Source: an optimization exercise on an open RTL-to-GDS flow (aim: small area, a short achievable clock period and few clock cycles per item). Production flows keep margins and buffers that such runs may drop. Function was checked by simulation only, so behaviour that the tests miss may differ from the original.

== quartz ==
==> flow/design.v (excerpt) <==
module rms_top
(
	input  logic        CLOCK_50,
	input  logic        rst_n,
	input  logic        src_empty,
	input  logic [31:0] src_readdata,
	input  logic        snk_full,
	output logic        src_read,
	output logic        snk_write,
	output logic [31:0] snk_writedata,
	output logic [6:0]  hex0,
	output logic [6:0]  hex1,
	output logic [6:0]  hex2,
	output logic [6:0]  hex3,
	output logic [6:0]  hex4,
	output logic [6:0]  hex5
);
Size: roughly 3500 cells after synthesis, about 420 flip-flops, about 110 I/O pins, about 0.031 sq mm of cells after synthesis.
make LEC_CHECK=0 ABC_AREA=1 CAP_MARGIN=20 CORE_MARGIN=2 CORE_UTILIZATION=40 CTS_BUF_LIST='sky130_fd_sc_hd__clkbuf_8 sky130_fd_sc_hd__clkbuf_16' CTS_CLUSTER_DIAMETER=60 CTS_CLUSTER_SIZE=30 SETUP_SLACK_MARGIN=4.8 SLEW_MARGIN=20 finish   # period 10.0 ns
run.sh (not shown) runs the stock make flow with config.mk's settings and CLKGATE_MAP_FILE= SYNTH_SCRIPT=/design/flow/synth_recipe.tcl, a recipe that flattens the netlist after the stock synthesis.
The flow did not stop early for quartz: all stages ran, and the layout cleared the timing, design-rule and antenna checks.
Testbench counts of quartz, summed over its fixed seeds: cycles 4,192, items 4,096.
The inputs of harbor differ from those of quartz as listed below.
- a change of SETUP_SLACK_MARGIN from 4.8 to 5
- a deleted CTS_CLUSTER_DIAMETER that had been 60
- a change of CTS_BUF_LIST from sky130_fd_sc_hd__clkbuf_8 sky130_fd_sc_hd__clkbuf_16 to sky130_fd_sc_hd__clkbuf_4
## What came out
Comparing harbor and quartz, the higher worst setup slack after layout is on harbor. In harbor, the total area of multi-input combinational cells came out 1.8% above the value in quartz. On wire length reported by the detailed router, the higher figure sits with harbor, not quartz. Number of diodes added for antenna fixing ended up 4 higher on harbor than on quartz. Compared to quartz, harbor has shortest period the worst path allows 0.14 ns lower. [compare] base=quartz new=harbor: worst hold slack after final layout +0.016 ns, area added between synthesis and finish higher, cell area after placement essentially unchanged.
Setup changes, harbor to maple
- putting PLACE_DENSITY at 0.7 where nothing was set
- swapping 40 for 50 in CORE_UTILIZATION
- clearing CTS_BUF_LIST, which used to be sky130_fd_sc_hd__clkbuf_4
- clearing CTS_CLUSTER_SIZE, which used to be 30
==> results.txt <==
The final layouts of harbor and maple pass the timing, design-rule and antenna checks. A timing endpoint of the critical path of g_step[13].genblk1.g_reg.rem_q[7] is what maple shows, while src_read belongs to harbor. Critical path depth, harbor and maple: higher on maple. [maple] share of post-route cells with drive strength above 1 fell 1.7 points relative to harbor. X dimension of the die: maple vs harbor down about 10%. Compared with harbor, in maple final design instance area without fill roughly the same, number of endpoints with negative hold slack in the final report about even, delay of the slowest critical-path stage has increased, wire length -0.77%. A origin of the worst setup path of g_step[11].genblk1.g_reg.r_q[0] is what maple shows, while snk_full belongs to harbor.
For violet, these inputs were changed with respect to maple:
- setting CTS_CLUSTER_SIZE to 25 for the first time
- changing CORE_UTILIZATION from 50 to 40
- changing SETUP_SLACK_MARGIN from 5 to 4.8
- setting CTS_BUF_LIST to sky130_fd_sc_hd__clkbuf_8 for the first time
- removing PLACE_DENSITY (formerly 0.7)
- setting CTS_CLUSTER_DIAMETER to 50 for the first time
[summary]
- violet: all stages complete, timing, DRC and antenna checks passed
- The critical path class comes out primary input to output port in one run and flop to flop in the other, namely in violet and maple respectively.
- Summary: with maple as the reference, wire length of the first global-routing pass in violet moved up slightly.
- For minimum hold slack, maple and violet come out practically identical.
Relative to violet, the following input files were edited for lagoon:
- swapping 4.8 for 5 in SETUP_SLACK_MARGIN
- clearing CTS_CLUSTER_DIAMETER, which used to be 50
- clearing CTS_CLUSTER_SIZE, which used to be 25
==> flow/flow/run.sh (new file) <==
#!/bin/bash
set -euo pipefail
bash standard.sh SETUP_SLACK_MARGIN=5.5 finish > make_finish.log 2>&1
==> flow/standard.sh (new file) <==
#!/bin/bash
# synth_recipe.tcl (not shown) runs the flow's synth.tcl, then flattens the netlist and writes it again
# the make line also repeats each setting of config.mk as NAME=value (left out here)
make -C /OpenROAD-flow-scripts/flow DESIGN_CONFIG=/design/flow/config.mk WORK_HOME=/design/flow/orfs CLKGATE_MAP_FILE= SYNTH_SCRIPT=/design/flow/synth_recipe.tcl "${@:-finish}"
removed: flow/run.sh
- lagoon reached the end of the flow, and the finished layout is clean on the timing, design-rule and antenna checks.
- From violet to lagoon the numbers moved as follows: minimum period implied by the final worst setup slack went down 0.37 ns, global-route wire length before repair went up 8.0%.
- violet -> lagoon: maximum clock path buffer count delta 0, exact match
- Going from violet to lagoon, routed wire length up about 13%; relative area change from synthesis to final layout rose 12 points.
### lagoon -> juniper
- a change of CTS_BUF_LIST from sky130_fd_sc_hd__clkbuf_8 to sky130_fd_sc_hd__clkbuf_8 sky130_fd_sc_hd__clkbuf_16
- an added CTS_CLUSTER_DIAMETER of 80
- an added CTS_CLUSTER_SIZE of 40
- a change of SETUP_SLACK_MARGIN from 5 to 4.8
==> flow/run.sh (new file) <==
#!/bin/bash
# synth_recipe.tcl (not shown) runs the flow's synth.tcl, then flattens the netlist and writes it again
# the make line also repeats each setting of config.mk as NAME=value (left out here)
make -C /OpenROAD-flow-scripts/flow DESIGN_CONFIG=/design/flow/config.mk WORK_HOME=/design/flow/orfs CLKGATE_MAP_FILE= SYNTH_SCRIPT=/design/flow/synth_recipe.tcl finish
removed: flow/flow/run.sh
removed: flow/standard.sh
Results
juniper against lagoon: final cell count fell about 6.4%; number of buffers inserted by post-CTS setup repair fell 188; number of endpoints with negative hold slack in the final report about even. Compared with lagoon, in juniper fraction of standard cell area that is sequential now sits higher, worst clock skew on the final layout went up.

[re-timing with driven ports]
The flow's constraints put no driver on any port. The routed layouts listed below were extracted and timed again, unchanged, in two steps.
Step 1 sets driving cells, clkbuf_16 on the clock port and buf_2 on the other inputs (assumed; they add their load-dependent delay and slew).
Step 2 times the ports against the registers' clock, not the clock port: input delays grow and output delays shrink by t, the midpoint of the rising clock arrivals with the driver on.
a / b / c = ideal / step 1 / step 2; a / b = the first two.
| run | t (ns) | setup WS [ns] | worst hold slack (ns) | worst data-port slew with drivers (ns) |
|---|---|---|---|---|
| quartz | 0.633 | 4.951 / 4.933 / 4.933 | 0.396 / 0.396 / 0.396 | 0.03 |
| harbor | 0.885 | 5.088 / 5.070 / 5.070 | 0.412 / 0.412 / 0.412 | 0.03 |
| maple | 0.634 | 5.005 / 5.005 / 5.005 | 0.411 / 0.411 / 0.411 | 0.04 |
| violet | 0.724 | 4.972 / 4.952 / 4.952 | 0.413 / 0.413 / 0.413 | 0.03 |
| lagoon | 0.705 | 5.344 / 5.320 / 5.320 | 0.411 / 0.411 / 0.411 | 0.04 |
| juniper | 0.663 | 4.972 / 4.952 / 4.952 | 0.392 / 0.392 / 0.392 | 0.03 |
After both steps setup and hold are still met in every run listed. For lagoon, which loses most, drivers alone change the setup slack by -0.024 ns; drivers and shift together by -0.024 ns.
